Context: an optimization exercise on an open-source flow, tuned for small area and a short achievable clock period. The choices shown serve that exercise and are no tape-out recipe. The RTL was checked by simulation tests, not by an equivalence proof against the original design.

==> build 51 <==
// legv8_core
module legv8_core #(
  parameter logic [legv8_datapath_pkg::xlen-1:0] reset_pc = '0
) (
  input  logic                                  CLOCK,
  input  logic                                  rst,
  input  logic [legv8_isa_pkg::instr_width-1:0] instr,
  input  logic [legv8_datapath_pkg::xlen-1:0]   mem_rdata,
  output logic [legv8_datapath_pkg::xlen-1:0]   pc,
  output logic [legv8_datapath_pkg::xlen-1:0]   mem_addr,
  output logic [legv8_datapath_pkg::xlen-1:0]   mem_wdata,
  output logic                                  mem_read,
  output logic                                  mem_write
);
  logic        d_alu, d_ld, d_st, d_sub, d_and, d_orr;
  logic [4:0]  d_rn, d_rs2, d_rd;
  logic [8:0]  d_imm;
  logic [63:0] rs1_data, rs2_data;
  logic        wb_en;
  logic [4:0]  wb_addr;
  logic [63:0] wb_data;
  fetch_decode #(
    .reset_pc(reset_pc)
  ) u_fetch_decode (
    .CLOCK(CLOCK), .rst(rst), .instr(instr), .pc(pc),
  ...
clock: 5.8 ns
lec_check: 0
cap_margin: 20
core_margin: 2
core_utilization: 40
setup_slack_margin: 3.3
slew_margin: 20
synth_hierarchical: 1
synth_minimum_keep_size: 0
run.sh (not shown) runs the stock make flow with config.mk's settings and CLKGATE_MAP_FILE= SYNTH_SCRIPT=/design/flow/synth_recipe.tcl, a recipe that flattens the netlist after the stock synthesis.
==> build 38 (differences from build 51) <==
==> flow/design.v (replaced) <==
package legv8_isa_pkg;
  localparam int instr_width  = 32;
  localparam int opcode_width = 11;
  typedef enum logic [opcode_width-1:0] {
    op_add  = 11'b10001011000,
    op_sub  = 11'b11001011000,
    op_and  = 11'b10001010000,
    op_orr  = 11'b10101010000,
    op_ldur = 11'b11111000010,
    op_stur = 11'b11111000000
  } opcode_t;
  localparam int rd_lsb     = 0;    
  localparam int rn_lsb     = 5;    
  localparam int rm_lsb     = 16;   
  localparam int dt_imm_lsb = 12;   
  localparam int opcode_lsb = 21;
  localparam int dt_imm_width = 9;
  typedef enum logic [1:0] {
    kind_bubble = 2'b00,
    kind_alu    = 2'b01,
    kind_load   = 2'b10,
    kind_store  = 2'b11
  } instr_kind_t;
endpackage
package legv8_datapath_pkg;
  localparam int xlen           = 64;
  localparam int reg_addr_width = 5;
  localparam int num_regs       = 32;
  localparam logic [reg_addr_width-1:0] zero_reg = 5'd31;   
  typedef enum logic [3:0] {
    alu_and = 4'b0000,
    alu_orr = 4'b0001,
    alu_add = 4'b0010,
    alu_sub = 4'b0110
  } alu_op_t;
  localparam logic [xlen-1:0] pc_step = 64'd4;
  function automatic logic [xlen-1:0] reset_value(int idx);
    logic [xlen-1:0] val;
    logic [31:0]     idx_bits;
    idx_bits = idx;
    val      = {{(xlen-32){1'b0}}, idx_bits};
    if (idx_bits[reg_addr_width-1:0] == zero_reg) begin
      val = '0;
    end
    reset_value = val;
  endfunction
endpackage
`timescale 1ns/100ps
module fetch_decode #(
  parameter logic [legv8_datapath_pkg::xlen-1:0] reset_pc = '0
) (
  input  logic        CLOCK,
  input  logic        rst,
  input  logic [31:0] instr,
  output logic [63:0] pc,
  output logic        d_alu,    
  output logic        d_ld,
  output logic        d_st,
  output logic        d_sub,
  output logic        d_and,
  output logic        d_orr,
  output logic [30:0] d_sel1,   
  output logic [30:0] d_sel2,   
  output logic [4:0]  d_rd,
  output logic [8:0]  d_imm
);
  logic [63:2] pc_q;
  logic [10:0] op;
  logic        is_add, is_sub, is_and, is_orr, is_ld, is_st;
  logic [30:0] sel2_next;
  assign op     = instr[31:21];
  assign is_add = (op == legv8_isa_pkg::op_add);
  assign is_sub = (op == legv8_isa_pkg::op_sub);
  assign is_and = (op == legv8_isa_pkg::op_and);
  assign is_orr = (op == legv8_isa_pkg::op_orr);
  assign is_ld  = (op == legv8_isa_pkg::op_ldur);
  assign is_st  = (op == legv8_isa_pkg::op_stur);
  for (genvar i = 0; i < 31; i++) begin : g_sel2
    sel_pick u_pick (
      .st(instr[28]), .rt_hit(instr[4:0] == 5'(i)), .rm_hit(instr[20:16] == 5'(i)),
      .y(sel2_next[i])
    );
  end
  always_ff @(posedge CLOCK) begin
    if (rst) begin
      pc_q  <= reset_pc[63:2];
      d_alu <= 1'b0;
      d_ld  <= 1'b0;
      d_st  <= 1'b0;
    end else begin
      pc_q  <= pc_q + 62'd1;
      d_alu <= is_add | is_sub | is_and | is_orr;
      d_ld  <= is_ld;
      d_st  <= is_st;
    end
  end
  always_ff @(posedge CLOCK) begin
    d_sub <= is_sub;
    d_and <= is_and;
    d_orr <= is_orr;
    for (int i = 0; i < 31; i++) begin
      d_sel1[i] <= (instr[9:5] == 5'(i));
      d_sel2[i] <= sel2_next[i];
    end
    d_rd  <= instr[4:0];
    d_imm <= instr[20:12];
  end
  assign pc = {pc_q, reset_pc[1:0]};
endmodule
module sel_pick (
  input  logic st,
  input  logic rt_hit,
  input  logic rm_hit,
  output logic y
);
  assign y = st ? rt_hit : rm_hit;
endmodule
`timescale 1ns/100ps
module register_file (
  input  logic        CLOCK,
  input  logic        rst,
  input  logic [30:0] rs1_sel,   
  input  logic [30:0] rs2_sel,
  input  logic [30:0] wb_row,    
  input  logic        wb_take_load,  
  input  logic        wb_take_alu,   
  input  logic [63:0] mem_rdata,
  input  logic [63:0] wb_result,
  output logic [63:0] rs1_data,
  output logic [63:0] rs2_data
);
  logic [63:0] regs [32];
  logic [31:0] sel1, sel2;
  logic        rf_rst;
  logic [63:0] wd_rst0;   
  logic [4:0]  wd_rst1;   
  always_ff @(posedge CLOCK) rf_rst <= rst;
  assign wd_rst0 = (mem_rdata & {64{wb_take_load}}) | (wb_result & {64{wb_take_alu}});
  assign wd_rst1 = wd_rst0[4:0] | {5{rf_rst}};
  for (genvar i = 0; i < 31; i++) begin : g_row
    logic        we;
    logic [63:0] wd;
    assign we = wb_row[i];
    for (genvar b = 0; b < 64; b++) begin : g_bit
      if (b < 5 && ((i >> b) & 1)) begin : g_one
        assign wd[b] = wd_rst1[b];
      end else begin : g_zero
        assign wd[b] = wd_rst0[b];
      end
    end
    always_ff @(posedge CLOCK) begin
      if (we) regs[i] <= wd;
    end
  end
  assign regs[31] = '0;
  assign sel1 = {1'b0, rs1_sel};
  assign sel2 = {1'b0, rs2_sel};
  for (genvar b = 0; b < 64; b++) begin : g_col
    logic [31:0] col;
    for (genvar i = 0; i < 32; i++) begin : g_c
      assign col[i] = regs[i][b];
    end
    rd_tree u_rd1 (.d(col), .s(sel1), .y(rs1_data[b]));
    rd_tree u_rd2 (.d(col), .s(sel2), .y(rs2_data[b]));
  end
endmodule
module rd_tree (
  input  logic [31:0] d,
  input  logic [31:0] s,
  output logic        y
);
  logic [3:0] q;
  logic [1:0] h;
  for (genvar k = 0; k < 3; k++) begin : g_q
    rd_quad u (.d(d[8*k +: 8]), .s(s[8*k +: 8]), .y(q[k]));
  end
  rd_sept u_q3 (.d(d[30:24]), .s(s[30:24]), .y(q[3]));
  rd_nor2  u_h0 (.a(q[0]), .b(q[1]), .y(h[0]));
  rd_nor2  u_h1 (.a(q[2]), .b(q[3]), .y(h[1]));
  rd_nand2 u_y  (.a(h[0]), .b(h[1]), .y(y));
endmodule
module rd_quad (
  input  logic [7:0] d,
  input  logic [7:0] s,
  output logic       y
);
  assign y = |(d & s);
endmodule
module rd_sept (
  input  logic [6:0] d,
  input  logic [6:0] s,
  output logic       y
);
  assign y = |(d & s);
endmodule
module rd_nor2 (input logic a, b, output logic y);
  assign y = ~(a | b);
endmodule
module rd_nand2 (input logic a, b, output logic y);
  assign y = ~(a & b);
endmodule
`timescale 1ns/100ps
module execute_memory (
  input  logic        CLOCK,
  input  logic        rst,
  input  logic        d_alu,
  input  logic        d_ld,
  input  logic        d_st,
  input  logic        d_sub,
  input  logic        d_and,
  input  logic        d_orr,
  input  logic [4:0]  d_rd,
  input  logic [8:0]  d_imm,
  input  logic [63:0] rs1_data,
  input  logic [63:0] rs2_data,
  output logic [63:0] mem_addr,
  output logic [63:0] mem_wdata,
  output logic        mem_read,
  output logic        mem_write,
  output logic [30:0] wb_row,    
  output logic        wb_take_load,
  output logic        wb_take_alu,
  output logic [63:0] wb_result
);
  logic        x_wen, x_ld, x_st, x_arith, x_orr, x_sub;
  logic [4:0]  x_rd;
  logic [63:0] x_a;     
  logic [63:0] x_b;     
  logic [63:0] x_op2;   
  logic [63:0] d_op2;
  logic        d_arith, d_mem;
  logic        m_ld, m_st, m_take_load, m_take_alu;
  logic [30:0] m_row;
  logic [63:0] m_result, m_wdata;
  logic [63:0] result;
  always_ff @(posedge CLOCK) begin
    if (rst) begin
      x_wen <= 1'b0;
      x_ld  <= 1'b0;
      x_st  <= 1'b0;
      m_ld  <= 1'b0;
      m_st  <= 1'b0;
      m_take_load <= 1'b0;
      m_take_alu  <= 1'b0;
    end else begin
      x_wen <= (d_alu | d_ld) & (d_rd != 5'd31);
      x_ld  <= d_ld;
      x_st  <= d_st;
      m_ld  <= x_ld;
      m_st  <= x_st;
      m_take_load <= x_ld;
      m_take_alu  <= ~x_ld;
    end
  end
  assign d_mem   = d_ld | d_st;
  assign d_arith = ~(d_and | d_orr);
  assign d_op2   = d_mem   ? {{55{d_imm[8]}}, d_imm} :
                   d_arith ? (rs2_data ^ {64{d_sub}}) : 64'd0;
  always_ff @(posedge CLOCK) begin
    x_arith  <= d_arith;
    x_orr    <= d_orr;
    x_sub    <= d_sub;
    x_rd     <= d_rd;
    x_a      <= rs1_data;
    x_b      <= rs2_data;
    x_op2    <= d_op2;
    for (int i = 0; i < 31; i++) begin
      m_row[i] <= rst | (x_wen & (x_rd == 5'(i)));
    end
    m_result <= result;
    m_wdata  <= x_b;
  end
  logic [63:0] gen0, prop0, pre, carry;
  logic [63:0] gg [7];
  logic [63:0] pp [7];
  for (genvar i = 0; i < 64; i++) begin : g_pg
    alu_and2 u_g (.a(x_a[i]), .b(x_op2[i]), .y(gen0[i]));
    alu_xor2 u_p (.a(x_a[i]), .b(x_op2[i]), .y(prop0[i]));
  end
  assign pre   = x_arith ? prop0 : ((x_a & x_b) | ({64{x_orr}} & (x_a | x_b)));
  assign gg[0] = {gen0[63:1], gen0[0] | (prop0[0] & x_sub)};
  assign pp[0] = prop0;
  for (genvar l = 0; l < 6; l++) begin : g_lvl
    for (genvar i = 0; i < 64; i++) begin : g_node
      if (i >= (2 << l)) begin : g_op
        pg_combine u_c (
          .g_hi(gg[l][i]), .p_hi(pp[l][i]), .g_lo(gg[l][i - (1 << l)]),
          .p_lo(pp[l][i - (1 << l)]), .g(gg[l+1][i]), .p(pp[l+1][i])
        );
      end else if (i >= (1 << l)) begin : g_last
        g_combine u_c (
          .g_hi(gg[l][i]), .p_hi(pp[l][i]), .g_lo(gg[l][i - (1 << l)]),
          .g(gg[l+1][i])
        );
        assign pp[l+1][i] = 1'b0;
      end else begin : g_pass
        assign gg[l+1][i] = gg[l][i];
        assign pp[l+1][i] = pp[l][i];
      end
    end
  end
  assign carry  = {gg[6][62:0], x_sub};
  assign result = pre ^ carry;
  assign mem_addr  = m_result;
  assign mem_wdata = m_wdata;
  assign mem_read  = m_ld;
  assign mem_write = m_st;
  assign wb_row       = m_row;
  assign wb_take_load = m_take_load;
  assign wb_take_alu  = m_take_alu;
  assign wb_result = m_result;
endmodule
module pg_combine (
  input  logic g_hi,
  input  logic p_hi,
  input  logic g_lo,
  input  logic p_lo,
  output logic g,
  output logic p
);
  assign g = g_hi | (p_hi & g_lo);
  assign p = p_hi & p_lo;
endmodule
module g_combine (
  input  logic g_hi,
  input  logic p_hi,
  input  logic g_lo,
  output logic g
);
  assign g = g_hi | (p_hi & g_lo);
endmodule
module alu_and2 (input logic a, b, output logic y);
  assign y = a & b;
endmodule
module alu_xor2 (input logic a, b, output logic y);
  assign y = a ^ b;
endmodule
`timescale 1ns/100ps
module legv8_core #(
  parameter logic [legv8_datapath_pkg::xlen-1:0] reset_pc = '0
) (
  input  logic                                  CLOCK,
  input  logic                                  rst,
  input  logic [legv8_isa_pkg::instr_width-1:0] instr,
  input  logic [legv8_datapath_pkg::xlen-1:0]   mem_rdata,
  output logic [legv8_datapath_pkg::xlen-1:0]   pc,
  output logic [legv8_datapath_pkg::xlen-1:0]   mem_addr,
  output logic [legv8_datapath_pkg::xlen-1:0]   mem_wdata,
  output logic                                  mem_read,
  output logic                                  mem_write
);
  logic        d_alu, d_ld, d_st, d_sub, d_and, d_orr;
  logic [30:0] d_sel1, d_sel2;
  logic [4:0]  d_rd;
  logic [8:0]  d_imm;
  logic [63:0] rs1_data, rs2_data;
  logic [30:0] wb_row;
  logic        wb_take_load, wb_take_alu;
  logic [63:0] wb_result;
  fetch_decode #(
    .reset_pc(reset_pc)
  ) u_fetch_decode (
    .CLOCK(CLOCK), .rst(rst), .instr(instr), .pc(pc),
    .d_alu(d_alu), .d_ld(d_ld), .d_st(d_st), .d_sub(d_sub), .d_and(d_and),
    .d_orr(d_orr), .d_sel1(d_sel1), .d_sel2(d_sel2), .d_rd(d_rd), .d_imm(d_imm)
  );
  register_file u_register_file (
    .CLOCK(CLOCK), .rst(rst), .rs1_sel(d_sel1), .rs2_sel(d_sel2),
    .wb_row(wb_row), .wb_take_load(wb_take_load), .wb_take_alu(wb_take_alu),
    .mem_rdata(mem_rdata), .wb_result(wb_result),
    .rs1_data(rs1_data), .rs2_data(rs2_data)
  );
  execute_memory u_execute_memory (
    .CLOCK(CLOCK), .rst(rst),
    .d_alu(d_alu), .d_ld(d_ld), .d_st(d_st), .d_sub(d_sub), .d_and(d_and),
    .d_orr(d_orr), .d_rd(d_rd), .d_imm(d_imm),
    .rs1_data(rs1_data), .rs2_data(rs2_data),
    .mem_addr(mem_addr), .mem_wdata(mem_wdata), .mem_read(mem_read),
    .mem_write(mem_write), .wb_row(wb_row), .wb_take_load(wb_take_load),
    .wb_take_alu(wb_take_alu), .wb_result(wb_result)
  );
endmodule
==> flow/config.mk (replaced) <==
export PLATFORM = sky130hd
export DESIGN_NAME = legv8_core
export DESIGN_NICKNAME = legv8_core
export VERILOG_FILES = /design/flow/design.v
export SDC_FILE = /design/flow/constraint.sdc
export NUM_CORES = 4
export LEC_CHECK = 0
export CAP_MARGIN = 20
export CORE_MARGIN = 2
export CORE_UTILIZATION = 40
export CTS_CLUSTER_DIAMETER = 80
export CTS_CLUSTER_SIZE = 16
export SETUP_SLACK_MARGIN = 3.5
export SLEW_MARGIN = 20
export SYNTH_HIERARCHICAL = 1
export SYNTH_MINIMUM_KEEP_SIZE = 0
==> results.txt <==
In build 51 the die area is lower than in build 38, by 1.9%. Of build 51 and build 38, build 51 has the higher first-iteration DRC count (gap about 3%, measured against build 38). In build 51 the worst setup slack is worse than in build 38, by 330 ps. Cell area: build 51 is higher than build 38 (9.1%).

==> static timing again, ports no longer ideal <==
In the flow no input, the clock included, has a driving cell. The finished layouts below were timed again as built, in two steps. Step 1 assumes that a clkbuf_16 drives the clock port and a buf_2 every other input. Step 2 also shifts input and output timing later by t, the mid clock arrival at the registers, as if the neighbouring blocks saw the same clock. Three values: no drivers, after step 1, after step 2; two values: the first two.
run | shift t [ns] | slack for setup (ns) | clock arrival spread, ns | worst slew at a driven data input, ns | cell pins on the clock port's net
build 51 | 1.034 | 2.851 / 2.851 / 2.244 | 0.108 / 0.108 | 0.13 | 1
build 38 | 0.975 | 3.184 / 3.077 / 2.732 | 0.064 / 0.064 | 0.07 | 1
After both steps setup and hold are still met in every run listed. For build 51, which loses most, drivers alone change the setup slack by 0.000 ns; drivers and shift together by -0.607 ns.
